Source: an optimization exercise on an open RTL-to-GDS flow (aim: small area and a short achievable clock period). Production flows keep margins and buffers that such runs may drop. No run shown here included a check of the RTL's function; only the layout flow was run. Power and IR drop assume default switching activity.

## flow/design.v (module list and top-level ports; edited modules follow where they fit)
// module csa_fa: 10 lines
// module csa_ha: 9 lines
// module csa_fx: 12 lines
// module csa_x2: 7 lines
// module csa_hn: 9 lines
// module csa_xn: 7 lines
// module filter_tap_loader: 39 lines
// module horizontal_filter: 610 lines
// module row_result_store: 38 lines
// module vertical_filter: 390 lines
// module conv_top: 60 lines
module conv_top (
	input  logic    clk,
	input  logic    rst_n,
	input  logic    filter_valid,
	input  logic    image_valid,
	input  conv_pkg::sample_t in_data,
	output logic    out_valid,
	output conv_pkg::result_t out_data
);
  // ...
==> flow/run.sh <==
#!/bin/bash
# synth_recipe.tcl (not shown) runs the flow's synth.tcl, then flattens the netlist and writes it again
# the make line also repeats each setting of config.mk as NAME=value (left out here)
make -C /OpenROAD-flow-scripts/flow DESIGN_CONFIG=/design/flow/config.mk WORK_HOME=/design/flow/orfs CLKGATE_MAP_FILE= SYNTH_SCRIPT=/design/flow/synth_recipe.tcl finish
==> flow/config.mk <==
export PLATFORM = sky130hd
export DESIGN_NAME = conv_top
export DESIGN_NICKNAME = conv_top
export VERILOG_FILES = /design/flow/design.v
export SDC_FILE = /design/flow/constraint.sdc
export NUM_CORES = 4
export LEC_CHECK = 0
export ABC_CLOCK_PERIOD_IN_PS = 2050
export CAP_MARGIN = 20
export CORE_MARGIN = 2
export CORE_UTILIZATION = 40
export CTS_BUF_LIST = sky130_fd_sc_hd__clkbuf_16
export CTS_CLUSTER_DIAMETER = 150
export CTS_CLUSTER_SIZE = 25
export SETUP_SLACK_MARGIN = 2.55
export SLEW_MARGIN = 20
export SYNTH_HIERARCHICAL = 1
==> flow/constraint.sdc <==
create_clock -name core_clock -period 4.5 [get_ports {clk}]
set_input_delay 0.9000 -clock core_clock [delete_from_list [all_inputs] [get_ports {clk}]]
set_output_delay 0.9000 -clock core_clock [all_outputs]
set_load 0.01 [all_outputs]
==> notes.md, run 1 <==
Critical path class: flip-flop to primary output
R2r worst-path depth: 3
Pre-CTS setup slack: 1.41 ns
Count of input and output buffers: 24
GRT overflow: 0
FF+latch count: 381
Post-route cell area: 18900 sq um
CTS resizes: 114
Final Util: 46.1%
Fillers: 3627
Top routing layer in use: met4
Fin. max-slew vios: 0
Layout area overhead: 13.8%
Cells after DPL: 1637
Repair and plain buffers: 122
Leakage power: 7.02 nW
CP Depth: 1
DRT Pass-1 Iters: 5
Routed WL: 31600 microns
Sequential Power Share: 38.1%
Commonest non-fill, non-tap cell in the layout: edfxtp_1
Multi-input combinational area share: 37.7%
CP peak stage delay: 0.39 ns
ClkCell Share: 2.91%
Met2 WL: 15700 microns
Clock transition at path regs: 0.09 ns
Yosys warning count: 12
Comb pwr: 7.34 mW
Peak VDD IR: 0.371 mV
Die height: 208 microns
Post-DP HPWL: 20900 microns
R2r endpoint: u_horizontal_filter.rt_s1[6]
Worst Skew: 0.0238 ns
Crit path launch: res_pipe[4]
Status: no timing/DRC/antenna violations
Worst-skew pair later-pin latency: 0.54 ns
Largest register FFs: 128
Root Driver: clkbuf_16
Non-Clock Buffer Area Fraction: 5.01%
Die Wd: 208 microns
==> module vertical_filter, before the edit <==
module vertical_filter (
	input  logic     clk,
	input  conv_pkg::sample_t [conv_pkg::TAPS-1:0] col_pix,
	input  conv_pkg::sample_t [conv_pkg::TAPS-1:0] col_pix_d,
	input  conv_pkg::sample_t [conv_pkg::TAPS-1:0] col_taps,
	output conv_pkg::col_sum_t cs
);
	logic ct_n0;
	logic ct_n1;
	logic ct_n2;
	logic ct_n3;
	logic ct_n4;
	logic ct_n5;
	logic ct_n6;
	logic ct_n7;
	logic ct_n8;
	logic ct_n9;
	logic ct_n10;
	logic ct_n11;
	logic ct_n12;
	logic ct_n13;
	logic ct_n14;
	logic ct_n15;
	logic ct_n16;
	logic ct_n17;
	logic ct_n18;
	logic ct_n19;
	logic ct_n20;
	logic ct_n21;
	logic ct_n22;
	logic ct_n23;
	logic ct_n24;
	logic ct_n25;
	logic ct_n26;
	logic ct_n27;
	logic ct_n28;
	logic ct_n29;
	logic ct_n30;
	logic ct_n31;
	logic ct_n32;
	logic ct_n33;
	logic ct_n34;
	logic ct_n35;
	logic ct_n36;
	logic ct_n37;
	logic ct_n38;
	logic ct_n39;
	logic ct_n40;
	logic ct_n41;
	logic ct_n42;
	logic ct_n43;
	logic ct_n44;
	logic ct_n45;
	logic ct_n46;
	logic ct_n47;
	logic ct_n48;
	logic ct_n49;
	logic ct_n50;
	logic ct_n51;
	logic ct_n52;
	logic ct_n53;
	logic ct_n54;
	logic ct_n55;
	logic ct_n56;
	logic ct_n57;
	logic ct_n58;
	logic ct_n59;
	logic ct_n60;
	logic ct_n61;
	logic ct_n62;
	logic ct_n63;
	logic ct_n64;
	logic ct_n65;
	logic ct_n66;
	logic ct_n67;
	logic ct_n68;
	logic ct_n69;
	logic ct_n70;
	logic ct_n71;
	logic ct_n72;
	logic ct_n73;
	logic ct_n74;
	logic ct_n75;
	logic ct_n76;
	logic ct_n77;
	logic ct_n78;
	logic ct_n79;
	logic ct_n80;
	logic ct_n81;
	logic ct_n82;
	logic ct_n83;
	logic ct_n84;
	logic ct_n85;
	logic ct_n86;
	logic ct_n87;
	logic ct_n88;
	logic ct_n89;
	logic ct_n90;
	logic ct_n91;
	logic ct_n92;
	logic ct_n93;
	logic ct_n94;
	logic ct_n95;
	logic ct_n96;
	logic ct_n97;
	logic ct_n98;
	logic ct_n99;
	logic ct_n100;
	logic ct_n101;
	logic ct_n102;
	logic ct_n103;
	logic ct_n104;
	logic ct_n105;
	logic ct_n106;
	logic ct_n107;
	logic ct_n108;
	logic ct_n109;
	logic ct_n110;
	logic ct_n111;
	logic ct_n112;
	logic ct_n113;
	logic ct_n114;
	logic ct_n115;
	logic ct_n116;
	logic ct_n117;
	logic ct_n118;
	logic ct_n119;
	logic ct_n120;
	logic ct_n121;
	logic ct_n122;
	logic ct_n123;
	logic ct_n124;
	logic ct_n125;
	logic ct_n126;
	logic ct_n127;
	logic ct_n128;
	logic ct_n129;
	logic ct_n130;
	logic ct_n131;
	logic ct_n132;
	logic ct_n133;
	logic ct_n134;
	logic ct_n135;
	logic ct_n136;
	logic ct_n137;
	logic ct_n138;
	logic ct_n139;
	logic ct_n140;
	logic ct_n141;
	logic ct_n142;
	logic ct_n143;
	logic ct_n144;
	logic ct_n145;
	logic ct_n146;
	logic ct_n147;
	logic ct_n148;
	logic ct_n149;
	logic ct_n150;
	logic ct_n151;
	logic ct_n152;
	logic ct_n153;
	logic ct_n154;
	logic ct_n155;
	logic ct_n156;
	logic ct_n157;
	logic ct_n158;
	logic ct_n159;
	logic ct_n160;
	logic ct_n161;
	logic ct_n162;
	logic ct_n163;
	logic ct_n164;
	logic ct_n165;
	logic ct_n166;
	logic ct_n167;
	logic ct_n168;
	logic ct_n169;
	logic ct_n170;
	logic ct_n171;
	logic ct_n172;
	logic ct_n173;
	logic ct_n174;
	logic ct_n175;
	logic ct_n176;
	logic ct_n177;
	logic ct_n178;
	logic ct_n179;
	logic ct_n180;
	logic ct_n181;
	logic ct_n182;
	logic ct_n183;
	logic ct_n184;
	logic ct_n185;
	logic ct_n186;
	logic ct_n187;
	logic ct_n188;
	logic ct_n189;
	logic ct_n190;
	logic ct_n191;
	logic ct_n192;
	logic ct_n193;
	logic ct_n194;
	logic ct_n195;
	logic ct_n196;
	logic ct_n197;
	logic ct_n198;
	logic ct_n199;
	logic ct_n200;
	logic ct_n201;
	logic ct_n202;
	logic ct_n203;
	logic ct_n204;
	logic ct_n205;
	logic ct_n206;
	logic ct_n207;
	logic ct_n208;
	logic ct_n209;
	logic ct_n210;
	logic ct_n211;
	logic ct_n212;
	logic ct_n213;
	logic ct_n214;
	logic ct_n215;
	logic ct_n216;
	logic ct_n217;
	logic [9:0] ct_cpa;
	logic [29:0] ct_s0;
	logic [19:0] ct_s1;
	logic [9:0] ct_sum;
	assign ct_n0 = ~(col_pix[0][0] & col_taps[0][0]);
	assign ct_n1 = ~(col_pix[0][0] & col_taps[0][1]);
	assign ct_n2 = ~(col_pix[0][0] & col_taps[0][2]);
	assign ct_n3 = ~(col_pix[0][1] & col_taps[0][0]);
	assign ct_n4 = ~(col_pix[0][1] & col_taps[0][1]);
	assign ct_n5 = ~(col_pix[0][1] & col_taps[0][2]);
	assign ct_n6 = ~(col_pix[0][2] & col_taps[0][0]);
	assign ct_n7 = ~(col_pix[0][2] & col_taps[0][1]);
	assign ct_n8 = ~(col_pix[0][2] & col_taps[0][2]);
	assign ct_n9 = ~(col_pix[0][3] & col_taps[0][3]);
	assign ct_n10 = col_pix[0][0] & col_taps[0][3];
	assign ct_n11 = col_pix[0][1] & col_taps[0][3];
	assign ct_n12 = col_pix[0][2] & col_taps[0][3];
	assign ct_n13 = col_pix[0][3] & col_taps[0][0];
	assign ct_n14 = col_pix[0][3] & col_taps[0][1];
	assign ct_n15 = col_pix[0][3] & col_taps[0][2];
	assign ct_n16 = ~(col_pix[1][0] & col_taps[1][0]);
	assign ct_n17 = ~(col_pix[1][0] & col_taps[1][1]);
	assign ct_n18 = ~(col_pix[1][0] & col_taps[1][2]);
	assign ct_n19 = ~(col_pix[1][1] & col_taps[1][0]);
	assign ct_n20 = ~(col_pix[1][1] & col_taps[1][1]);
	assign ct_n21 = ~(col_pix[1][1] & col_taps[1][2]);
	assign ct_n22 = ~(col_pix[1][2] & col_taps[1][0]);
	assign ct_n23 = ~(col_pix[1][2] & col_taps[1][1]);
	assign ct_n24 = ~(col_pix[1][2] & col_taps[1][2]);
	assign ct_n25 = ~(col_pix[1][3] & col_taps[1][3]);
	assign ct_n26 = col_pix[1][0] & col_taps[1][3];
	assign ct_n27 = col_pix[1][1] & col_taps[1][3];
	assign ct_n28 = col_pix[1][2] & col_taps[1][3];
	assign ct_n29 = col_pix[1][3] & col_taps[1][0];
	assign ct_n30 = col_pix[1][3] & col_taps[1][1];
	assign ct_n31 = col_pix[1][3] & col_taps[1][2];
	assign ct_n32 = ~(col_pix[2][0] & col_taps[2][0]);
	assign ct_n33 = ~(col_pix[2][0] & col_taps[2][1]);
	assign ct_n34 = ~(col_pix[2][0] & col_taps[2][2]);
	assign ct_n35 = ~(col_pix[2][1] & col_taps[2][0]);
	assign ct_n36 = ~(col_pix[2][1] & col_taps[2][1]);
	assign ct_n37 = ~(col_pix[2][1] & col_taps[2][2]);
	assign ct_n38 = ~(col_pix[2][2] & col_taps[2][0]);
	assign ct_n39 = ~(col_pix[2][2] & col_taps[2][1]);
	assign ct_n40 = ~(col_pix[2][2] & col_taps[2][2]);
	assign ct_n41 = ~(col_pix[2][3] & col_taps[2][3]);
	assign ct_n42 = col_pix[2][0] & col_taps[2][3];
	assign ct_n43 = col_pix[2][1] & col_taps[2][3];
	assign ct_n44 = col_pix[2][2] & col_taps[2][3];
	assign ct_n45 = col_pix[2][3] & col_taps[2][0];
	assign ct_n46 = col_pix[2][3] & col_taps[2][1];
	assign ct_n47 = col_pix[2][3] & col_taps[2][2];
	assign ct_n48 = ~(col_pix[4][0] & col_taps[4][0]);
	assign ct_n49 = ~(col_pix[4][0] & col_taps[4][1]);
	assign ct_n50 = ~(col_pix[4][0] & col_taps[4][2]);
	assign ct_n51 = ~(col_pix[4][1] & col_taps[4][0]);
	assign ct_n52 = ~(col_pix[4][1] & col_taps[4][1]);
	assign ct_n53 = ~(col_pix[4][1] & col_taps[4][2]);
	assign ct_n54 = ~(col_pix[4][2] & col_taps[4][0]);
	assign ct_n55 = ~(col_pix[4][2] & col_taps[4][1]);
	assign ct_n56 = ~(col_pix[4][2] & col_taps[4][2]);
	assign ct_n57 = ~(col_pix[4][3] & col_taps[4][3]);
	assign ct_n58 = col_pix[4][0] & col_taps[4][3];
	assign ct_n59 = col_pix[4][1] & col_taps[4][3];
	assign ct_n60 = col_pix[4][2] & col_taps[4][3];
	assign ct_n61 = col_pix[4][3] & col_taps[4][0];
	assign ct_n62 = col_pix[4][3] & col_taps[4][1];
	assign ct_n63 = col_pix[4][3] & col_taps[4][2];
	csa_fa u_ct_0 (.a(ct_n48), .b(ct_n0), .c(ct_n16), .s(ct_n64), .co(ct_n65));
	csa_fa u_ct_1 (.a(ct_n49), .b(ct_n51), .c(ct_n1), .s(ct_n66), .co(ct_n67));
	csa_fa u_ct_2 (.a(ct_n3), .b(ct_n17), .c(ct_n19), .s(ct_n68), .co(ct_n69));
	csa_fa u_ct_3 (.a(ct_n33), .b(ct_n35), .c(ct_n65), .s(ct_n70), .co(ct_n71));
	csa_fx u_ct_4 (.a(ct_n66), .b(ct_n68), .c(ct_n70), .s(ct_n72), .co(ct_n73));
	csa_fa u_ct_5 (.a(ct_n50), .b(ct_n52), .c(ct_n54), .s(ct_n74), .co(ct_n75));
	csa_fa u_ct_6 (.a(ct_n2), .b(ct_n4), .c(ct_n6), .s(ct_n76), .co(ct_n77));
	csa_fa u_ct_7 (.a(ct_n18), .b(ct_n20), .c(ct_n22), .s(ct_n78), .co(ct_n79));
	csa_fa u_ct_8 (.a(ct_n34), .b(ct_n36), .c(ct_n38), .s(ct_n80), .co(ct_n81));
	csa_fa u_ct_9 (.a(ct_n67), .b(ct_n69), .c(ct_n74), .s(ct_n82), .co(ct_n83));
	csa_fa u_ct_10 (.a(ct_n76), .b(ct_n78), .c(ct_n80), .s(ct_n84), .co(ct_n85));
	csa_fa u_ct_11 (.a(ct_n53), .b(ct_n55), .c(ct_n5), .s(ct_n86), .co(ct_n87));
	csa_fa u_ct_12 (.a(ct_n7), .b(ct_n21), .c(ct_n23), .s(ct_n88), .co(ct_n89));
	csa_fa u_ct_13 (.a(ct_n37), .b(ct_n39), .c(ct_n58), .s(ct_n90), .co(ct_n91));
	csa_fa u_ct_14 (.a(ct_n61), .b(ct_n10), .c(ct_n13), .s(ct_n92), .co(ct_n93));
	csa_fa u_ct_15 (.a(ct_n26), .b(ct_n29), .c(ct_n42), .s(ct_n94), .co(ct_n95));
	csa_fa u_ct_16 (.a(ct_n45), .b(ct_n75), .c(ct_n77), .s(ct_n96), .co(ct_n97));
	csa_fa u_ct_17 (.a(ct_n79), .b(ct_n81), .c(ct_n86), .s(ct_n98), .co(ct_n99));
	csa_fa u_ct_18 (.a(ct_n88), .b(ct_n90), .c(ct_n92), .s(ct_n100), .co(ct_n101));
	csa_fx u_ct_19 (.a(ct_n94), .b(ct_n83), .c(ct_n96), .s(ct_n102), .co(ct_n103));
	csa_ha u_ct_20 (.a(ct_n56), .b(ct_n8), .s(ct_n104), .co(ct_n105));
	csa_fa u_ct_21 (.a(ct_n24), .b(ct_n40), .c(ct_n59), .s(ct_n106), .co(ct_n107));
	csa_fa u_ct_22 (.a(ct_n62), .b(ct_n11), .c(ct_n14), .s(ct_n108), .co(ct_n109));
	csa_fa u_ct_23 (.a(ct_n27), .b(ct_n30), .c(ct_n43), .s(ct_n110), .co(ct_n111));
	csa_fa u_ct_24 (.a(ct_n46), .b(ct_n104), .c(ct_n87), .s(ct_n112), .co(ct_n113));
	csa_fa u_ct_25 (.a(ct_n89), .b(ct_n91), .c(ct_n93), .s(ct_n114), .co(ct_n115));
	csa_fa u_ct_26 (.a(ct_n95), .b(ct_n106), .c(ct_n108), .s(ct_n116), .co(ct_n117));
	csa_fx u_ct_27 (.a(ct_n110), .b(ct_n97), .c(ct_n112), .s(ct_n118), .co(ct_n119));
	csa_fa u_ct_28 (.a(ct_n60), .b(ct_n63), .c(ct_n12), .s(ct_n120), .co(ct_n121));
	csa_fa u_ct_29 (.a(ct_n15), .b(ct_n28), .c(ct_n31), .s(ct_n122), .co(ct_n123));
	csa_fa u_ct_30 (.a(ct_n44), .b(ct_n47), .c(ct_n105), .s(ct_n124), .co(ct_n125));
	csa_fa u_ct_31 (.a(ct_n107), .b(ct_n109), .c(ct_n111), .s(ct_n126), .co(ct_n127));
	csa_fa u_ct_32 (.a(ct_n120), .b(ct_n122), .c(ct_n124), .s(ct_n128), .co(ct_n129));
	csa_ha u_ct_33 (.a(ct_n57), .b(ct_n9), .s(ct_n130), .co(ct_n131));
	csa_fa u_ct_34 (.a(ct_n25), .b(ct_n41), .c(ct_n130), .s(ct_n132), .co(ct_n133));
	csa_fa u_ct_35 (.a(ct_n121), .b(ct_n123), .c(ct_n125), .s(ct_n134), .co(ct_n135));
	csa_ha u_ct_36 (.a(ct_n131), .b(ct_n133), .s(ct_n136), .co(ct_n137));
	assign ct_n138 = ~(col_pix_d[3][0] & col_taps[3][0]);
	assign ct_n139 = ~(col_pix_d[3][0] & col_taps[3][1]);
	assign ct_n140 = ~(col_pix_d[3][0] & col_taps[3][2]);
	assign ct_n141 = ~(col_pix_d[3][1] & col_taps[3][0]);
	assign ct_n142 = ~(col_pix_d[3][1] & col_taps[3][1]);
	assign ct_n143 = ~(col_pix_d[3][1] & col_taps[3][2]);
	assign ct_n144 = ~(col_pix_d[3][2] & col_taps[3][0]);
	assign ct_n145 = ~(col_pix_d[3][2] & col_taps[3][1]);
	assign ct_n146 = ~(col_pix_d[3][2] & col_taps[3][2]);
	assign ct_n147 = ~(col_pix_d[3][3] & col_taps[3][3]);
	assign ct_n148 = col_pix_d[3][0] & col_taps[3][3];
	assign ct_n149 = col_pix_d[3][1] & col_taps[3][3];
	assign ct_n150 = col_pix_d[3][2] & col_taps[3][3];
	assign ct_n151 = col_pix_d[3][3] & col_taps[3][0];
	assign ct_n152 = col_pix_d[3][3] & col_taps[3][1];
	assign ct_n153 = col_pix_d[3][3] & col_taps[3][2];
	csa_fa u_ct_37 (.a(ct_s0[0]), .b(ct_s0[1]), .c(ct_n138), .s(ct_n154), .co(ct_n155));
	csa_fa u_ct_38 (.a(ct_s0[2]), .b(ct_n139), .c(ct_n141), .s(ct_n156), .co(ct_n157));
	csa_fa u_ct_39 (.a(ct_s0[3]), .b(ct_s0[4]), .c(ct_s0[5]), .s(ct_n158), .co(ct_n159));
	csa_fa u_ct_40 (.a(ct_s0[6]), .b(ct_n140), .c(ct_n142), .s(ct_n160), .co(ct_n161));
	csa_fa u_ct_41 (.a(ct_n144), .b(ct_n158), .c(ct_n157), .s(ct_n162), .co(ct_n163));
	csa_fa u_ct_42 (.a(ct_s0[7]), .b(ct_s0[8]), .c(ct_s0[9]), .s(ct_n164), .co(ct_n165));
	csa_fa u_ct_43 (.a(ct_s0[10]), .b(ct_n143), .c(ct_n145), .s(ct_n166), .co(ct_n167));
	csa_fa u_ct_44 (.a(ct_n159), .b(ct_n148), .c(ct_n151), .s(ct_n168), .co(ct_n169));
	csa_fa u_ct_45 (.a(ct_n164), .b(ct_n161), .c(ct_n166), .s(ct_n170), .co(ct_n171));
	csa_fx u_ct_46 (.a(ct_n168), .b(ct_n163), .c(ct_n170), .s(ct_n172), .co(ct_n173));
	csa_fa u_ct_47 (.a(ct_s0[11]), .b(ct_s0[12]), .c(ct_s0[13]), .s(ct_n174), .co(ct_n175));
	csa_fa u_ct_48 (.a(ct_s0[14]), .b(ct_s0[15]), .c(ct_s0[16]), .s(ct_n176), .co(ct_n177));
	csa_fa u_ct_49 (.a(ct_n146), .b(ct_n165), .c(ct_n149), .s(ct_n178), .co(ct_n179));
	csa_fa u_ct_50 (.a(ct_n152), .b(ct_n174), .c(ct_n176), .s(ct_n180), .co(ct_n181));
	csa_fa u_ct_51 (.a(ct_n167), .b(ct_n169), .c(ct_n178), .s(ct_n182), .co(ct_n183));
	csa_fa u_ct_52 (.a(ct_s0[17]), .b(ct_s0[18]), .c(ct_s0[19]), .s(ct_n184), .co(ct_n185));
	csa_fa u_ct_53 (.a(ct_s0[20]), .b(ct_s0[21]), .c(ct_s0[22]), .s(ct_n186), .co(ct_n187));
	csa_fa u_ct_54 (.a(ct_n175), .b(ct_n177), .c(ct_n150), .s(ct_n188), .co(ct_n189));
	csa_fa u_ct_55 (.a(ct_n153), .b(ct_n184), .c(ct_n186), .s(ct_n190), .co(ct_n191));
	csa_fa u_ct_56 (.a(ct_n179), .b(ct_n181), .c(ct_n188), .s(ct_n192), .co(ct_n193));
	csa_fa u_ct_57 (.a(ct_s0[23]), .b(ct_s0[24]), .c(ct_s0[25]), .s(ct_n194), .co(ct_n195));
	csa_fa u_ct_58 (.a(ct_s0[26]), .b(ct_n147), .c(ct_n185), .s(ct_n196), .co(ct_n197));
	csa_fa u_ct_59 (.a(ct_n187), .b(ct_n194), .c(ct_n189), .s(ct_n198), .co(ct_n199));
	csa_fx u_ct_60 (.a(ct_n196), .b(ct_n191), .c(ct_n193), .s(ct_n200), .co(ct_n201));
	csa_fa u_ct_61 (.a(ct_s0[27]), .b(ct_s0[28]), .c(ct_n195), .s(ct_n202), .co(ct_n203));
	csa_fx u_ct_62 (.a(ct_n197), .b(ct_n202), .c(ct_n199), .s(ct_n204), .co(ct_n205));
	csa_ha u_ct_63 (.a(ct_s0[29]), .b(ct_n203), .s(ct_n206), .co(ct_n207));
	csa_fx u_ct_64 (.a(ct_s1[6]), .b(ct_s1[7]), .c(ct_s1[8]), .s(ct_n208), .co(ct_n209));
	csa_fx u_ct_65 (.a(ct_s1[10]), .b(ct_s1[11]), .c(ct_s1[12]), .s(ct_n210), .co(ct_n211));
	csa_hn u_ct_66 (.a(ct_s1[13]), .b(ct_s1[14]), .s(ct_n212), .co(ct_n213));
	csa_hn u_ct_67 (.a(ct_s1[15]), .b(ct_s1[16]), .s(ct_n214), .co(ct_n215));
	csa_hn u_ct_68 (.a(ct_s1[17]), .b(ct_s1[18]), .s(ct_n216), .co(ct_n217));
	assign ct_cpa = {ct_s1[19], ct_n215, ct_n213, ct_n211, ct_n209, ct_s1[9], ct_s1[5], ct_s1[3], ct_s1[1], ct_s1[0]} + {ct_n217, ct_n216, ct_n214, ct_n212, ct_n210, ct_n208, 1'b1, ct_s1[4], ct_s1[2], 1'b1} + 10'd1;
	assign ct_sum = ~ct_cpa;
	always_ff @(posedge clk) begin
		ct_s0 <= {ct_n137, ct_n136, ct_n135, ct_n134, ct_n129, ct_n127, ct_n132, ct_n128, ct_n119, ct_n126, ct_n117, ct_n115, ct_n113, ct_n103, ct_n118, ct_n116, ct_n114, ct_n101, ct_n99, ct_n102, ct_n100, ct_n98, ct_n85, ct_n73, ct_n84, ct_n82, ct_n71, ct_n72, ct_n64, ct_n32};
	end
	always_ff @(posedge clk) begin
		ct_s1 <= {ct_n207, ct_n206, ct_n205, ct_n204, ct_n201, ct_n200, ct_n198, ct_n192, ct_n183, ct_n190, ct_n173, ct_n182, ct_n171, ct_n180, ct_n172, ct_n162, ct_n160, ct_n156, ct_n155, ct_n154};
	end
	always_ff @(posedge clk) begin
		cs <= ct_sum;
	end
endmodule
==> inputs of run 2 (changes only) <==
--- a/flow/design.v
+++ b/flow/design.v
@@ -978,8 +978,8 @@
 	logic ct_n216;
 	logic ct_n217;
 	logic [9:0] ct_cpa;
-	logic [29:0] ct_s0;
-	logic [19:0] ct_s1;
+	logic [37:0] ct_s0;
+	logic [17:0] ct_s1;
 	logic [9:0] ct_sum;
 	assign ct_n0 = ~(col_pix[0][0] & col_taps[0][0]);
 	assign ct_n1 = ~(col_pix[0][0] & col_taps[0][1]);
@@ -1029,114 +1029,114 @@
 	assign ct_n45 = col_pix[2][3] & col_taps[2][0];
 	assign ct_n46 = col_pix[2][3] & col_taps[2][1];
 	assign ct_n47 = col_pix[2][3] & col_taps[2][2];
-	assign ct_n48 = ~(col_pix[4][0] & col_taps[4][0]);
-	assign ct_n49 = ~(col_pix[4][0] & col_taps[4][1]);
-	assign ct_n50 = ~(col_pix[4][0] & col_taps[4][2]);
-	assign ct_n51 = ~(col_pix[4][1] & col_taps[4][0]);
-	assign ct_n52 = ~(col_pix[4][1] & col_taps[4][1]);
-	assign ct_n53 = ~(col_pix[4][1] & col_taps[4][2]);
-	assign ct_n54 = ~(col_pix[4][2] & col_taps[4][0]);
-	assign ct_n55 = ~(col_pix[4][2] & col_taps[4][1]);
-	assign ct_n56 = ~(col_pix[4][2] & col_taps[4][2]);
-	assign ct_n57 = ~(col_pix[4][3] & col_taps[4][3]);
-	assign ct_n58 = col_pix[4][0] & col_taps[4][3];
-	assign ct_n59 = col_pix[4][1] & col_taps[4][3];
-	assign ct_n60 = col_pix[4][2] & col_taps[4][3];
-	assign ct_n61 = col_pix[4][3] & col_taps[4][0];
-	assign ct_n62 = col_pix[4][3] & col_taps[4][1];
-	assign ct_n63 = col_pix[4][3] & col_taps[4][2];
-	csa_fa u_ct_0 (.a(ct_n48), .b(ct_n0), .c(ct_n16), .s(ct_n64), .co(ct_n65));
-	csa_fa u_ct_1 (.a(ct_n49), .b(ct_n51), .c(ct_n1), .s(ct_n66), .co(ct_n67));
-	csa_fa u_ct_2 (.a(ct_n3), .b(ct_n17), .c(ct_n19), .s(ct_n68), .co(ct_n69));
-	csa_fa u_ct_3 (.a(ct_n33), .b(ct_n35), .c(ct_n65), .s(ct_n70), .co(ct_n71));
-	csa_fx u_ct_4 (.a(ct_n66), .b(ct_n68), .c(ct_n70), .s(ct_n72), .co(ct_n73));
-	csa_fa u_ct_5 (.a(ct_n50), .b(ct_n52), .c(ct_n54), .s(ct_n74), .co(ct_n75));
-	csa_fa u_ct_6 (.a(ct_n2), .b(ct_n4), .c(ct_n6), .s(ct_n76), .co(ct_n77));
-	csa_fa u_ct_7 (.a(ct_n18), .b(ct_n20), .c(ct_n22), .s(ct_n78), .co(ct_n79));
-	csa_fa u_ct_8 (.a(ct_n34), .b(ct_n36), .c(ct_n38), .s(ct_n80), .co(ct_n81));
-	csa_fa u_ct_9 (.a(ct_n67), .b(ct_n69), .c(ct_n74), .s(ct_n82), .co(ct_n83));
-	csa_fa u_ct_10 (.a(ct_n76), .b(ct_n78), .c(ct_n80), .s(ct_n84), .co(ct_n85));
-	csa_fa u_ct_11 (.a(ct_n53), .b(ct_n55), .c(ct_n5), .s(ct_n86), .co(ct_n87));
-	csa_fa u_ct_12 (.a(ct_n7), .b(ct_n21), .c(ct_n23), .s(ct_n88), .co(ct_n89));
-	csa_fa u_ct_13 (.a(ct_n37), .b(ct_n39), .c(ct_n58), .s(ct_n90), .co(ct_n91));
-	csa_fa u_ct_14 (.a(ct_n61), .b(ct_n10), .c(ct_n13), .s(ct_n92), .co(ct_n93));
-	csa_fa u_ct_15 (.a(ct_n26), .b(ct_n29), .c(ct_n42), .s(ct_n94), .co(ct_n95));
-	csa_fa u_ct_16 (.a(ct_n45), .b(ct_n75), .c(ct_n77), .s(ct_n96), .co(ct_n97));
-	csa_fa u_ct_17 (.a(ct_n79), .b(ct_n81), .c(ct_n86), .s(ct_n98), .co(ct_n99));
-	csa_fa u_ct_18 (.a(ct_n88), .b(ct_n90), .c(ct_n92), .s(ct_n100), .co(ct_n101));
-	csa_fx u_ct_19 (.a(ct_n94), .b(ct_n83), .c(ct_n96), .s(ct_n102), .co(ct_n103));
-	csa_ha u_ct_20 (.a(ct_n56), .b(ct_n8), .s(ct_n104), .co(ct_n105));
-	csa_fa u_ct_21 (.a(ct_n24), .b(ct_n40), .c(ct_n59), .s(ct_n106), .co(ct_n107));
-	csa_fa u_ct_22 (.a(ct_n62), .b(ct_n11), .c(ct_n14), .s(ct_n108), .co(ct_n109));
-	csa_fa u_ct_23 (.a(ct_n27), .b(ct_n30), .c(ct_n43), .s(ct_n110), .co(ct_n111));
-	csa_fa u_ct_24 (.a(ct_n46), .b(ct_n104), .c(ct_n87), .s(ct_n112), .co(ct_n113));
-	csa_fa u_ct_25 (.a(ct_n89), .b(ct_n91), .c(ct_n93), .s(ct_n114), .co(ct_n115));
-	csa_fa u_ct_26 (.a(ct_n95), .b(ct_n106), .c(ct_n108), .s(ct_n116), .co(ct_n117));
-	csa_fx u_ct_27 (.a(ct_n110), .b(ct_n97), .c(ct_n112), .s(ct_n118), .co(ct_n119));
-	csa_fa u_ct_28 (.a(ct_n60), .b(ct_n63), .c(ct_n12), .s(ct_n120), .co(ct_n121));
-	csa_fa u_ct_29 (.a(ct_n15), .b(ct_n28), .c(ct_n31), .s(ct_n122), .co(ct_n123));
-	csa_fa u_ct_30 (.a(ct_n44), .b(ct_n47), .c(ct_n105), .s(ct_n124), .co(ct_n125));
-	csa_fa u_ct_31 (.a(ct_n107), .b(ct_n109), .c(ct_n111), .s(ct_n126), .co(ct_n127));
-	csa_fa u_ct_32 (.a(ct_n120), .b(ct_n122), .c(ct_n124), .s(ct_n128), .co(ct_n129));
-	csa_ha u_ct_33 (.a(ct_n57), .b(ct_n9), .s(ct_n130), .co(ct_n131));
-	csa_fa u_ct_34 (.a(ct_n25), .b(ct_n41), .c(ct_n130), .s(ct_n132), .co(ct_n133));
-	csa_fa u_ct_35 (.a(ct_n121), .b(ct_n123), .c(ct_n125), .s(ct_n134), .co(ct_n135));
-	csa_ha u_ct_36 (.a(ct_n131), .b(ct_n133), .s(ct_n136), .co(ct_n137));
-	assign ct_n138 = ~(col_pix_d[3][0] & col_taps[3][0]);
-	assign ct_n139 = ~(col_pix_d[3][0] & col_taps[3][1]);
-	assign ct_n140 = ~(col_pix_d[3][0] & col_taps[3][2]);
-	assign ct_n141 = ~(col_pix_d[3][1] & col_taps[3][0]);
-	assign ct_n142 = ~(col_pix_d[3][1] & col_taps[3][1]);
-	assign ct_n143 = ~(col_pix_d[3][1] & col_taps[3][2]);
-	assign ct_n144 = ~(col_pix_d[3][2] & col_taps[3][0]);
-	assign ct_n145 = ~(col_pix_d[3][2] & col_taps[3][1]);
-	assign ct_n146 = ~(col_pix_d[3][2] & col_taps[3][2]);
-	assign ct_n147 = ~(col_pix_d[3][3] & col_taps[3][3]);
-	assign ct_n148 = col_pix_d[3][0] & col_taps[3][3];
-	assign ct_n149 = col_pix_d[3][1] & col_taps[3][3];
-	assign ct_n150 = col_pix_d[3][2] & col_taps[3][3];
-	assign ct_n151 = col_pix_d[3][3] & col_taps[3][0];
-	assign ct_n152 = col_pix_d[3][3] & col_taps[3][1];
-	assign ct_n153 = col_pix_d[3][3] & col_taps[3][2];
-	csa_fa u_ct_37 (.a(ct_s0[0]), .b(ct_s0[1]), .c(ct_n138), .s(ct_n154), .co(ct_n155));
-	csa_fa u_ct_38 (.a(ct_s0[2]), .b(ct_n139), .c(ct_n141), .s(ct_n156), .co(ct_n157));
-	csa_fa u_ct_39 (.a(ct_s0[3]), .b(ct_s0[4]), .c(ct_s0[5]), .s(ct_n158), .co(ct_n159));
-	csa_fa u_ct_40 (.a(ct_s0[6]), .b(ct_n140), .c(ct_n142), .s(ct_n160), .co(ct_n161));
-	csa_fa u_ct_41 (.a(ct_n144), .b(ct_n158), .c(ct_n157), .s(ct_n162), .co(ct_n163));
-	csa_fa u_ct_42 (.a(ct_s0[7]), .b(ct_s0[8]), .c(ct_s0[9]), .s(ct_n164), .co(ct_n165));
-	csa_fa u_ct_43 (.a(ct_s0[10]), .b(ct_n143), .c(ct_n145), .s(ct_n166), .co(ct_n167));
-	csa_fa u_ct_44 (.a(ct_n159), .b(ct_n148), .c(ct_n151), .s(ct_n168), .co(ct_n169));
-	csa_fa u_ct_45 (.a(ct_n164), .b(ct_n161), .c(ct_n166), .s(ct_n170), .co(ct_n171));
-	csa_fx u_ct_46 (.a(ct_n168), .b(ct_n163), .c(ct_n170), .s(ct_n172), .co(ct_n173));
-	csa_fa u_ct_47 (.a(ct_s0[11]), .b(ct_s0[12]), .c(ct_s0[13]), .s(ct_n174), .co(ct_n175));
-	csa_fa u_ct_48 (.a(ct_s0[14]), .b(ct_s0[15]), .c(ct_s0[16]), .s(ct_n176), .co(ct_n177));
-	csa_fa u_ct_49 (.a(ct_n146), .b(ct_n165), .c(ct_n149), .s(ct_n178), .co(ct_n179));
-	csa_fa u_ct_50 (.a(ct_n152), .b(ct_n174), .c(ct_n176), .s(ct_n180), .co(ct_n181));
-	csa_fa u_ct_51 (.a(ct_n167), .b(ct_n169), .c(ct_n178), .s(ct_n182), .co(ct_n183));
-	csa_fa u_ct_52 (.a(ct_s0[17]), .b(ct_s0[18]), .c(ct_s0[19]), .s(ct_n184), .co(ct_n185));
-	csa_fa u_ct_53 (.a(ct_s0[20]), .b(ct_s0[21]), .c(ct_s0[22]), .s(ct_n186), .co(ct_n187));
-	csa_fa u_ct_54 (.a(ct_n175), .b(ct_n177), .c(ct_n150), .s(ct_n188), .co(ct_n189));
-	csa_fa u_ct_55 (.a(ct_n153), .b(ct_n184), .c(ct_n186), .s(ct_n190), .co(ct_n191));
-	csa_fa u_ct_56 (.a(ct_n179), .b(ct_n181), .c(ct_n188), .s(ct_n192), .co(ct_n193));
-	csa_fa u_ct_57 (.a(ct_s0[23]), .b(ct_s0[24]), .c(ct_s0[25]), .s(ct_n194), .co(ct_n195));
-	csa_fa u_ct_58 (.a(ct_s0[26]), .b(ct_n147), .c(ct_n185), .s(ct_n196), .co(ct_n197));
-	csa_fa u_ct_59 (.a(ct_n187), .b(ct_n194), .c(ct_n189), .s(ct_n198), .co(ct_n199));
-	csa_fx u_ct_60 (.a(ct_n196), .b(ct_n191), .c(ct_n193), .s(ct_n200), .co(ct_n201));
-	csa_fa u_ct_61 (.a(ct_s0[27]), .b(ct_s0[28]), .c(ct_n195), .s(ct_n202), .co(ct_n203));
-	csa_fx u_ct_62 (.a(ct_n197), .b(ct_n202), .c(ct_n199), .s(ct_n204), .co(ct_n205));
-	csa_ha u_ct_63 (.a(ct_s0[29]), .b(ct_n203), .s(ct_n206), .co(ct_n207));
-	csa_fx u_ct_64 (.a(ct_s1[6]), .b(ct_s1[7]), .c(ct_s1[8]), .s(ct_n208), .co(ct_n209));
-	csa_fx u_ct_65 (.a(ct_s1[10]), .b(ct_s1[11]), .c(ct_s1[12]), .s(ct_n210), .co(ct_n211));
-	csa_hn u_ct_66 (.a(ct_s1[13]), .b(ct_s1[14]), .s(ct_n212), .co(ct_n213));
-	csa_hn u_ct_67 (.a(ct_s1[15]), .b(ct_s1[16]), .s(ct_n214), .co(ct_n215));
-	csa_hn u_ct_68 (.a(ct_s1[17]), .b(ct_s1[18]), .s(ct_n216), .co(ct_n217));
-	assign ct_cpa = {ct_s1[19], ct_n215, ct_n213, ct_n211, ct_n209, ct_s1[9], ct_s1[5], ct_s1[3], ct_s1[1], ct_s1[0]} + {ct_n217, ct_n216, ct_n214, ct_n212, ct_n210, ct_n208, 1'b1, ct_s1[4], ct_s1[2], 1'b1} + 10'd1;
+	assign ct_n48 = ~(col_pix[3][0] & col_taps[3][0]);
+	assign ct_n49 = ~(col_pix[3][0] & col_taps[3][1]);
+	assign ct_n50 = ~(col_pix[3][0] & col_taps[3][2]);
+	assign ct_n51 = ~(col_pix[3][1] & col_taps[3][0]);
+	assign ct_n52 = ~(col_pix[3][1] & col_taps[3][1]);
+	assign ct_n53 = ~(col_pix[3][1] & col_taps[3][2]);
+	assign ct_n54 = ~(col_pix[3][2] & col_taps[3][0]);
+	assign ct_n55 = ~(col_pix[3][2] & col_taps[3][1]);
+	assign ct_n56 = ~(col_pix[3][2] & col_taps[3][2]);
+	assign ct_n57 = ~(col_pix[3][3] & col_taps[3][3]);
+	assign ct_n58 = col_pix[3][0] & col_taps[3][3];
+	assign ct_n59 = col_pix[3][1] & col_taps[3][3];
+	assign ct_n60 = col_pix[3][2] & col_taps[3][3];
+	assign ct_n61 = col_pix[3][3] & col_taps[3][0];
+	assign ct_n62 = col_pix[3][3] & col_taps[3][1];
+	assign ct_n63 = col_pix[3][3] & col_taps[3][2];
+	assign ct_n64 = ~(col_pix[4][0] & col_taps[4][0]);
+	assign ct_n65 = ~(col_pix[4][0] & col_taps[4][1]);
+	assign ct_n66 = ~(col_pix[4][0] & col_taps[4][2]);
+	assign ct_n67 = ~(col_pix[4][1] & col_taps[4][0]);
+	assign ct_n68 = ~(col_pix[4][1] & col_taps[4][1]);
+	assign ct_n69 = ~(col_pix[4][1] & col_taps[4][2]);
+	assign ct_n70 = ~(col_pix[4][2] & col_taps[4][0]);
+	assign ct_n71 = ~(col_pix[4][2] & col_taps[4][1]);
+	assign ct_n72 = ~(col_pix[4][2] & col_taps[4][2]);
+	assign ct_n73 = ~(col_pix[4][3] & col_taps[4][3]);
+	assign ct_n74 = col_pix[4][0] & col_taps[4][3];
+	assign ct_n75 = col_pix[4][1] & col_taps[4][3];
+	assign ct_n76 = col_pix[4][2] & col_taps[4][3];
+	assign ct_n77 = col_pix[4][3] & col_taps[4][0];
+	assign ct_n78 = col_pix[4][3] & col_taps[4][1];
+	assign ct_n79 = col_pix[4][3] & col_taps[4][2];
+	csa_fa u_ct_0 (.a(ct_n64), .b(ct_n0), .c(ct_n16), .s(ct_n80), .co(ct_n81));
+	csa_fa u_ct_1 (.a(ct_n32), .b(ct_n48), .c(ct_n80), .s(ct_n82), .co(ct_n83));
+	csa_fa u_ct_2 (.a(ct_n65), .b(ct_n67), .c(ct_n1), .s(ct_n84), .co(ct_n85));
+	csa_fa u_ct_3 (.a(ct_n3), .b(ct_n17), .c(ct_n19), .s(ct_n86), .co(ct_n87));
+	csa_fa u_ct_4 (.a(ct_n33), .b(ct_n35), .c(ct_n49), .s(ct_n88), .co(ct_n89));
+	csa_fa u_ct_5 (.a(ct_n51), .b(ct_n81), .c(ct_n84), .s(ct_n90), .co(ct_n91));
+	csa_fx u_ct_6 (.a(ct_n86), .b(ct_n88), .c(ct_n83), .s(ct_n92), .co(ct_n93));
+	csa_fa u_ct_7 (.a(ct_n66), .b(ct_n68), .c(ct_n70), .s(ct_n94), .co(ct_n95));
+	csa_fa u_ct_8 (.a(ct_n2), .b(ct_n4), .c(ct_n6), .s(ct_n96), .co(ct_n97));
+	csa_fa u_ct_9 (.a(ct_n18), .b(ct_n20), .c(ct_n22), .s(ct_n98), .co(ct_n99));
+	csa_fa u_ct_10 (.a(ct_n34), .b(ct_n36), .c(ct_n38), .s(ct_n100), .co(ct_n101));
+	csa_fa u_ct_11 (.a(ct_n50), .b(ct_n52), .c(ct_n54), .s(ct_n102), .co(ct_n103));
+	csa_fa u_ct_12 (.a(ct_n85), .b(ct_n87), .c(ct_n89), .s(ct_n104), .co(ct_n105));
+	csa_fa u_ct_13 (.a(ct_n94), .b(ct_n96), .c(ct_n98), .s(ct_n106), .co(ct_n107));
+	csa_fx u_ct_14 (.a(ct_n100), .b(ct_n102), .c(ct_n91), .s(ct_n108), .co(ct_n109));
+	csa_fa u_ct_15 (.a(ct_n69), .b(ct_n71), .c(ct_n5), .s(ct_n110), .co(ct_n111));
+	csa_fa u_ct_16 (.a(ct_n7), .b(ct_n21), .c(ct_n23), .s(ct_n112), .co(ct_n113));
+	csa_fa u_ct_17 (.a(ct_n37), .b(ct_n39), .c(ct_n53), .s(ct_n114), .co(ct_n115));
+	csa_fa u_ct_18 (.a(ct_n55), .b(ct_n74), .c(ct_n77), .s(ct_n116), .co(ct_n117));
+	csa_fa u_ct_19 (.a(ct_n10), .b(ct_n13), .c(ct_n26), .s(ct_n118), .co(ct_n119));
+	csa_fa u_ct_20 (.a(ct_n29), .b(ct_n42), .c(ct_n45), .s(ct_n120), .co(ct_n121));
+	csa_fa u_ct_21 (.a(ct_n58), .b(ct_n61), .c(ct_n95), .s(ct_n122), .co(ct_n123));
+	csa_fa u_ct_22 (.a(ct_n97), .b(ct_n99), .c(ct_n101), .s(ct_n124), .co(ct_n125));
+	csa_fa u_ct_23 (.a(ct_n103), .b(ct_n110), .c(ct_n112), .s(ct_n126), .co(ct_n127));
+	csa_fa u_ct_24 (.a(ct_n114), .b(ct_n116), .c(ct_n118), .s(ct_n128), .co(ct_n129));
+	csa_ha u_ct_25 (.a(ct_n72), .b(ct_n8), .s(ct_n130), .co(ct_n131));
+	csa_fa u_ct_26 (.a(ct_n24), .b(ct_n40), .c(ct_n56), .s(ct_n132), .co(ct_n133));
+	csa_fa u_ct_27 (.a(ct_n75), .b(ct_n78), .c(ct_n11), .s(ct_n134), .co(ct_n135));
+	csa_fa u_ct_28 (.a(ct_n14), .b(ct_n27), .c(ct_n30), .s(ct_n136), .co(ct_n137));
+	csa_fa u_ct_29 (.a(ct_n43), .b(ct_n46), .c(ct_n59), .s(ct_n138), .co(ct_n139));
+	csa_fa u_ct_30 (.a(ct_n62), .b(ct_n130), .c(ct_n111), .s(ct_n140), .co(ct_n141));
+	csa_fa u_ct_31 (.a(ct_n113), .b(ct_n115), .c(ct_n117), .s(ct_n142), .co(ct_n143));
+	csa_fa u_ct_32 (.a(ct_n119), .b(ct_n121), .c(ct_n132), .s(ct_n144), .co(ct_n145));
+	csa_fa u_ct_33 (.a(ct_n134), .b(ct_n136), .c(ct_n138), .s(ct_n146), .co(ct_n147));
+	csa_fa u_ct_34 (.a(ct_n76), .b(ct_n79), .c(ct_n12), .s(ct_n148), .co(ct_n149));
+	csa_fa u_ct_35 (.a(ct_n15), .b(ct_n28), .c(ct_n31), .s(ct_n150), .co(ct_n151));
+	csa_fa u_ct_36 (.a(ct_n44), .b(ct_n47), .c(ct_n60), .s(ct_n152), .co(ct_n153));
+	csa_fa u_ct_37 (.a(ct_n63), .b(ct_n131), .c(ct_n133), .s(ct_n154), .co(ct_n155));
+	csa_fa u_ct_38 (.a(ct_n135), .b(ct_n137), .c(ct_n139), .s(ct_n156), .co(ct_n157));
+	csa_fa u_ct_39 (.a(ct_n148), .b(ct_n150), .c(ct_n152), .s(ct_n158), .co(ct_n159));
+	csa_ha u_ct_40 (.a(ct_n73), .b(ct_n9), .s(ct_n160), .co(ct_n161));
+	csa_fa u_ct_41 (.a(ct_n25), .b(ct_n41), .c(ct_n57), .s(ct_n162), .co(ct_n163));
+	csa_fa u_ct_42 (.a(ct_n160), .b(ct_n149), .c(ct_n151), .s(ct_n164), .co(ct_n165));
+	csa_fx u_ct_43 (.a(ct_n153), .b(ct_n162), .c(ct_n155), .s(ct_n166), .co(ct_n167));
+	csa_ha u_ct_44 (.a(ct_n161), .b(ct_n163), .s(ct_n168), .co(ct_n169));
+	csa_fa u_ct_45 (.a(ct_s0[3]), .b(ct_s0[4]), .c(ct_s0[5]), .s(ct_n170), .co(ct_n171));
+	csa_fa u_ct_46 (.a(ct_s0[7]), .b(ct_s0[8]), .c(ct_s0[9]), .s(ct_n172), .co(ct_n173));
+	csa_fa u_ct_47 (.a(ct_s0[10]), .b(ct_s0[11]), .c(ct_s0[12]), .s(ct_n174), .co(ct_n175));
+	csa_fa u_ct_48 (.a(ct_s0[13]), .b(ct_s0[14]), .c(ct_n171), .s(ct_n176), .co(ct_n177));
+	csa_fa u_ct_49 (.a(ct_n172), .b(ct_n174), .c(ct_n176), .s(ct_n178), .co(ct_n179));
+	csa_fa u_ct_50 (.a(ct_s0[15]), .b(ct_s0[16]), .c(ct_s0[17]), .s(ct_n180), .co(ct_n181));
+	csa_fa u_ct_51 (.a(ct_s0[18]), .b(ct_s0[19]), .c(ct_s0[20]), .s(ct_n182), .co(ct_n183));
+	csa_fa u_ct_52 (.a(ct_s0[21]), .b(ct_s0[22]), .c(ct_n173), .s(ct_n184), .co(ct_n185));
+	csa_fa u_ct_53 (.a(ct_n175), .b(ct_n180), .c(ct_n182), .s(ct_n186), .co(ct_n187));
+	csa_fa u_ct_54 (.a(ct_n177), .b(ct_n184), .c(ct_n186), .s(ct_n188), .co(ct_n189));
+	csa_fa u_ct_55 (.a(ct_s0[23]), .b(ct_s0[24]), .c(ct_s0[25]), .s(ct_n190), .co(ct_n191));
+	csa_fa u_ct_56 (.a(ct_s0[26]), .b(ct_s0[27]), .c(ct_s0[28]), .s(ct_n192), .co(ct_n193));
+	csa_fa u_ct_57 (.a(ct_s0[29]), .b(ct_n181), .c(ct_n183), .s(ct_n194), .co(ct_n195));
+	csa_fa u_ct_58 (.a(ct_n190), .b(ct_n192), .c(ct_n185), .s(ct_n196), .co(ct_n197));
+	csa_fx u_ct_59 (.a(ct_n187), .b(ct_n194), .c(ct_n196), .s(ct_n198), .co(ct_n199));
+	csa_fa u_ct_60 (.a(ct_s0[30]), .b(ct_s0[31]), .c(ct_s0[32]), .s(ct_n200), .co(ct_n201));
+	csa_fa u_ct_61 (.a(ct_s0[33]), .b(ct_n191), .c(ct_n193), .s(ct_n202), .co(ct_n203));
+	csa_fa u_ct_62 (.a(ct_n200), .b(ct_n195), .c(ct_n202), .s(ct_n204), .co(ct_n205));
+	csa_fa u_ct_63 (.a(ct_s0[34]), .b(ct_s0[35]), .c(ct_s0[36]), .s(ct_n206), .co(ct_n207));
+	csa_fa u_ct_64 (.a(ct_n201), .b(ct_n206), .c(ct_n203), .s(ct_n208), .co(ct_n209));
+	csa_ha u_ct_65 (.a(ct_s0[37]), .b(ct_n207), .s(ct_n210), .co(ct_n211));
+	csa_hn u_ct_66 (.a(ct_s1[10]), .b(ct_s1[11]), .s(ct_n212), .co(ct_n213));
+	csa_hn u_ct_67 (.a(ct_s1[13]), .b(ct_s1[14]), .s(ct_n214), .co(ct_n215));
+	csa_hn u_ct_68 (.a(ct_s1[15]), .b(ct_s1[16]), .s(ct_n216), .co(ct_n217));
+	assign ct_cpa = {ct_s1[17], ct_n215, ct_n213, ct_s1[12], ct_s1[8], ct_s1[6], ct_s1[5], ct_s1[3], ct_s1[1], ct_s1[0]} + {ct_n217, ct_n216, ct_n214, ct_n212, ct_s1[9], ct_s1[7], 1'b1, ct_s1[4], ct_s1[2], 1'b1} + 10'd1;
 	assign ct_sum = ~ct_cpa;
 	always_ff @(posedge clk) begin
-		ct_s0 <= {ct_n137, ct_n136, ct_n135, ct_n134, ct_n129, ct_n127, ct_n132, ct_n128, ct_n119, ct_n126, ct_n117, ct_n115, ct_n113, ct_n103, ct_n118, ct_n116, ct_n114, ct_n101, ct_n99, ct_n102, ct_n100, ct_n98, ct_n85, ct_n73, ct_n84, ct_n82, ct_n71, ct_n72, ct_n64, ct_n32};
+		ct_s0 <= {ct_n169, ct_n167, ct_n165, ct_n168, ct_n159, ct_n164, ct_n166, ct_n157, ct_n158, ct_n156, ct_n147, ct_n145, ct_n154, ct_n143, ct_n141, ct_n146, ct_n144, ct_n129, ct_n142, ct_n127, ct_n140, ct_n125, ct_n123, ct_n128, ct_n109, ct_n126, ct_n124, ct_n107, ct_n122, ct_n105, ct_n120, ct_n93, ct_n108, ct_n106, ct_n104, ct_n92, ct_n90, ct_n82};
 	end
 	always_ff @(posedge clk) begin
-		ct_s1 <= {ct_n207, ct_n206, ct_n205, ct_n204, ct_n201, ct_n200, ct_n198, ct_n192, ct_n183, ct_n190, ct_n173, ct_n182, ct_n171, ct_n180, ct_n172, ct_n162, ct_n160, ct_n156, ct_n155, ct_n154};
+		ct_s1 <= {ct_n211, ct_n210, ct_n209, ct_n208, ct_n205, ct_n199, ct_n204, ct_n197, ct_n198, ct_n189, ct_n188, ct_n179, ct_n178, ct_n170, ct_s0[6], ct_s0[2], ct_s0[1], ct_s0[0]};
 	end
 	always_ff @(posedge clk) begin
 		cs <= ct_sum;
==> run 2 against run 1 <==
Power decreased by 3.5%. Worst hold slack lost 0.0014 ns. Fmax is 0.95% higher. Design area shrank 1.1%. Register-to-register slack about the same. Core utilization down 0.59 points. Clock skew is 0.0067 ns lower. Highest routed layer unchanged.
==> notes.md, run 2 <==
Count of input and output buffers: 24 (unchanged)
PD cells: 769 nW/um^2 (was 789 nW/um^2)
Most frequent cells in the layout: dfxtp_1 (182), edfxtp_1 (178), xnor2_1 (138) (was edfxtp_1 (178), dfxtp_1 (170), xnor2_1 (136))
Most flop-heavy register: u_row_result_store.dl (unchanged)
Slew headroom: 37.8% (was 41.6%)
First-pass GRT wire length: 49900 microns (was 49700 microns)
CTS tree: yes (unchanged)
Pin count of the biggest net entering global routing: 79 (was 67)
Layout area overhead: 11.9% (was 13.8%)
Ports: 25 (unchanged)
Critical path startpoint category: flip-flop (unchanged)
CP peak stage delay: 0.44 ns (was 0.39 ns)
Status: no timing/DRC/antenna violations (unchanged)
R2r worst-path depth: 5 (was 3)
Hold Buf Count CTS: 0 (unchanged)
PnR worst setup slack: 2.56 ns (was 2.54 ns)
CTS max path bufs: 3 (unchanged)
Crit-path max FO: 3 (was 1)
Worst-skew pair later-pin latency: 0.53 ns (was 0.54 ns)
Worst setup EP type: flip-flop (was primary output)
DP Area: 17300 sq um (about the same)
Actual slew at the worst max-slew pin: 0.933 ns (was 0.875 ns)
N_diodes: 0 (unchanged)
Leakage power: 6.90 nW (was 7.02 nW)
Worst R2R Setup Slack: 2.56 ns (about the same)
Tot Pwr: 14.4 mW (was 14.9 mW)
DRT Pass-1 Iters: 7 (was 5)
Sum of negative setup slack: 0 ns (unchanged)
GRT overflow: 0 (unchanged)
Vias per cell: 4.97 (was 4.94)
DR iter-0 viols: 596 (was 610)
Cells along the critical path: clkinvlp_4 > fa_2 > fa_2 > xor2_1 > a22o_1 (was buf_2)
Max-cap violations: 0 (unchanged)
Register area: 9600 sq um (was 9490 sq um)
Hold depth: 0 (unchanged)
Initial antenna violation count: 0 (unchanged)
Fillers: 3617 (was 3627)
Fin Hold WS: 0.335 ns (was 0.337 ns)
Hold path start: u_vertical_filter.ct_s0[2] (was u_horizontal_filter.rt_s1[28])
CTS Buf Count: 19 (unchanged)
Post-Synthesis Cells: 1138 (was 1140)
Worst Hold Path EP: u_vertical_filter.ct_s1[2] (was u_horizontal_filter.rt_s2[27])
CTS HTree Levels: 1 (unchanged)
Overall routing resource usage: 14.4% (was 14.5%)
Yosys warning count: 12 (unchanged)
Area of the multi-input gates: 6990 sq um (was 7120 sq um)
Tmin final: 1.94 ns (was 1.96 ns)
Largest register FFs: 128 (unchanged)
Clock transition at path regs: 0.10 ns (was 0.09 ns)
Synthesized area: 16700 sq um (was 16600 sq um)
Mapped Nets: 1300 (was 1298)
Post-Layout Cell Count: 1737 (was 1764)
Die height: 208 microns (about the same)
Initial core utilization: 40.7% (was 40.5%)
Type of the most critical hold path: flip-flop to flip-flop (unchanged)
Row cnt: 74 (unchanged)
Share of cells above drive strength 1: 18.8% (was 22.6%)
Max Clk Rate: 0.516 GHz (was 0.511 GHz)
Largest registers: u_row_result_store.dl x128, u_horizontal_filter.rt_s0 x39, u_vertical_filter.ct_s0 x38 (was u_row_result_store.dl x128, u_horizontal_filter.rt_s0 x39)
Routed WL per cell: 17.7 microns (was 17.9 microns)
CP max stage cell: edfxtp_1 (was dfrtp_1)
Core footprint: 41000 sq um (was 40900 sq um)
Number of global-route vias before repair: 9047 (was 8997)
Routed WL: 30800 microns (was 31600 microns)
RR Startpoint: u_filter_tap_loader.sr[7] (was u_horizontal_filter.rt_s0[6])
Cells after DPL: 1634 (was 1637)
CP Data Required Time: 4.91 ns (was 3.60 ns)
WP data arrival: 2.35 ns (was 1.06 ns)
RePlAce Congestion: 0.774 (was 0.809)
Drt drc: 0 (unchanged)
Net count, final: 1355 (was 1378)
Vias: 8633 (was 8713)
RSZ-0062 raised after global routing: true (unchanged)
R2r endpoint: u_horizontal_filter.rt_s1[5] (was u_horizontal_filter.rt_s1[6])
Die Wd: 208 microns (about the same)
Mean post-synth cell area: 14.7 sq um (was 14.5 sq um)
Post-route cell area: 18700 sq um (was 18900 sq um)
# clock sinks: 387 (was 381)
Critical path class: flip-flop to flip-flop (was flip-flop to primary output)
Die Area: 43400 sq um (was 43100 sq um)
Commonest non-fill, non-tap cell in the layout: dfxtp_1 (was edfxtp_1)
Peak VDD IR: 0.334 mV (was 0.371 mV)
Root Driver: clkbuf_16 (unchanged)
Crit share post-route: 43.1% (was 43.5%)
Fin. max-slew vios: 0 (unchanged)
Worst Skew: 0.0172 ns (was 0.0238 ns)
Setup violators final: 0 (unchanged)
Pre-CTS setup slack: 1.58 ns (was 1.41 ns)
Post-route ant nets: 0 (unchanged)
Fin. Hold Viols: 0 (unchanged)
Final Util: 45.5% (was 46.1%)
Post-DP HPWL: 20700 microns (was 20900 microns)
Cell mode on critical path: fa_2
[run 2: worst max-delay path: cells and delay by family (launching register included)]
| kind | cells | cell delay [ns] |
|---|---|---|
| xor+xnor | 1 | 0.19 |
| buf+inv | 1 | 0.22 |
| flops | 1 | 0.44 |
| fa+ha+maj | 2 | 0.77 |
| compound gates | 1 | 0.21 |
[run 2: final cells by class]
class | instances | share of cell area, %
clock buffer | 19 | 2.55
clock inverter | 14 | 0.375
inverter | 19 | 0.563
multi-input combinational | 669 | 37.4
sequential | 387 | 51.4
tap | 532 | 3.57
timing repair buffer | 97 | 4.09
[run 2: what timing repair did]
action,4_1_cts,5_1_grt
resized for setup,98,66
pin swaps,0,15
hold endpoints to repair,0,0
cloned,0,0
setup endpoints to repair,91,61
buffers inserted,37,33
[run 2: worst max path at each step]
| stage | start | endpoint | slack (ns) |
|---|---|---|---|
| 3_3_place_gp | in_data[0] | u_vertical_filter.ct_s0[6] | 1.63 |
| 2_1_floorplan | in_data[3] | u_vertical_filter.ct_s0[14] | 2.32 |
| 4_1_cts | res_pipe[4] | out_valid | 2.52 |
| 6_report | u_filter_tap_loader.sr[7] | u_horizontal_filter.rt_s1[5] | 2.56 |
| 3_5_place_dp | in_data[0] | u_vertical_filter.ct_s0[6] | 1.58 |
| 5_1_grt | u_horizontal_filter.rt_s2[5] | u_horizontal_filter.out_data[11] | 2.51 |
[run 2: power breakdown]
group / switching [mW] / internal, mW / total [mW]
Sequential: 0.819 / 4.87 / 5.69
Clock: 1.08 / 0.786 / 1.86
Combinational: 3.35 / 3.46 / 6.81
Total: 5.25 / 9.11 / 14.4
[run 2: routing by layer]
metal | up-vias | routed length (microns) | track usage, %
met2 | 145 | 15400 | 24.9
met5 | - | 0 | 0
met1 | 4456 | 13700 | 19.3
met4 | 0 | 486 | 3.37
li1 | 3998 | - | -
met3 | 34 | 1230 | 2.04

## static timing again, ports no longer ideal
The results above use ideal ports. As a check the final layouts listed here were re-extracted and re-timed, cells and wires unchanged.
Step 1, drivers: a clkbuf_16 drives clk and a buf_2 each remaining input, both assumed.
Step 2, shift: input delay + t, output delay - t, t = (earliest + latest rising clock arrival at the registers) / 2. This alone moves slack from input paths to output paths.
a / b / c = ideal / step 1 / step 2; a / b = the first two.
| run | t (ns) | setup slack, ns | worst register clock-pin slew, ns | pins driven straight from the clock port |
|---|---|---|---|---|
| run 1 | 0.585 | 2.542 / 2.488 / 2.007 | 0.12 / 0.12 | 1 |
| run 2 | 0.570 | 2.560 / 2.524 / 2.032 | 0.11 / 0.11 | 1 |
After both steps every run listed still meets setup and hold. For run 1, which loses most, drivers alone change the setup slack by -0.054 ns; drivers and shift together by -0.535 ns.
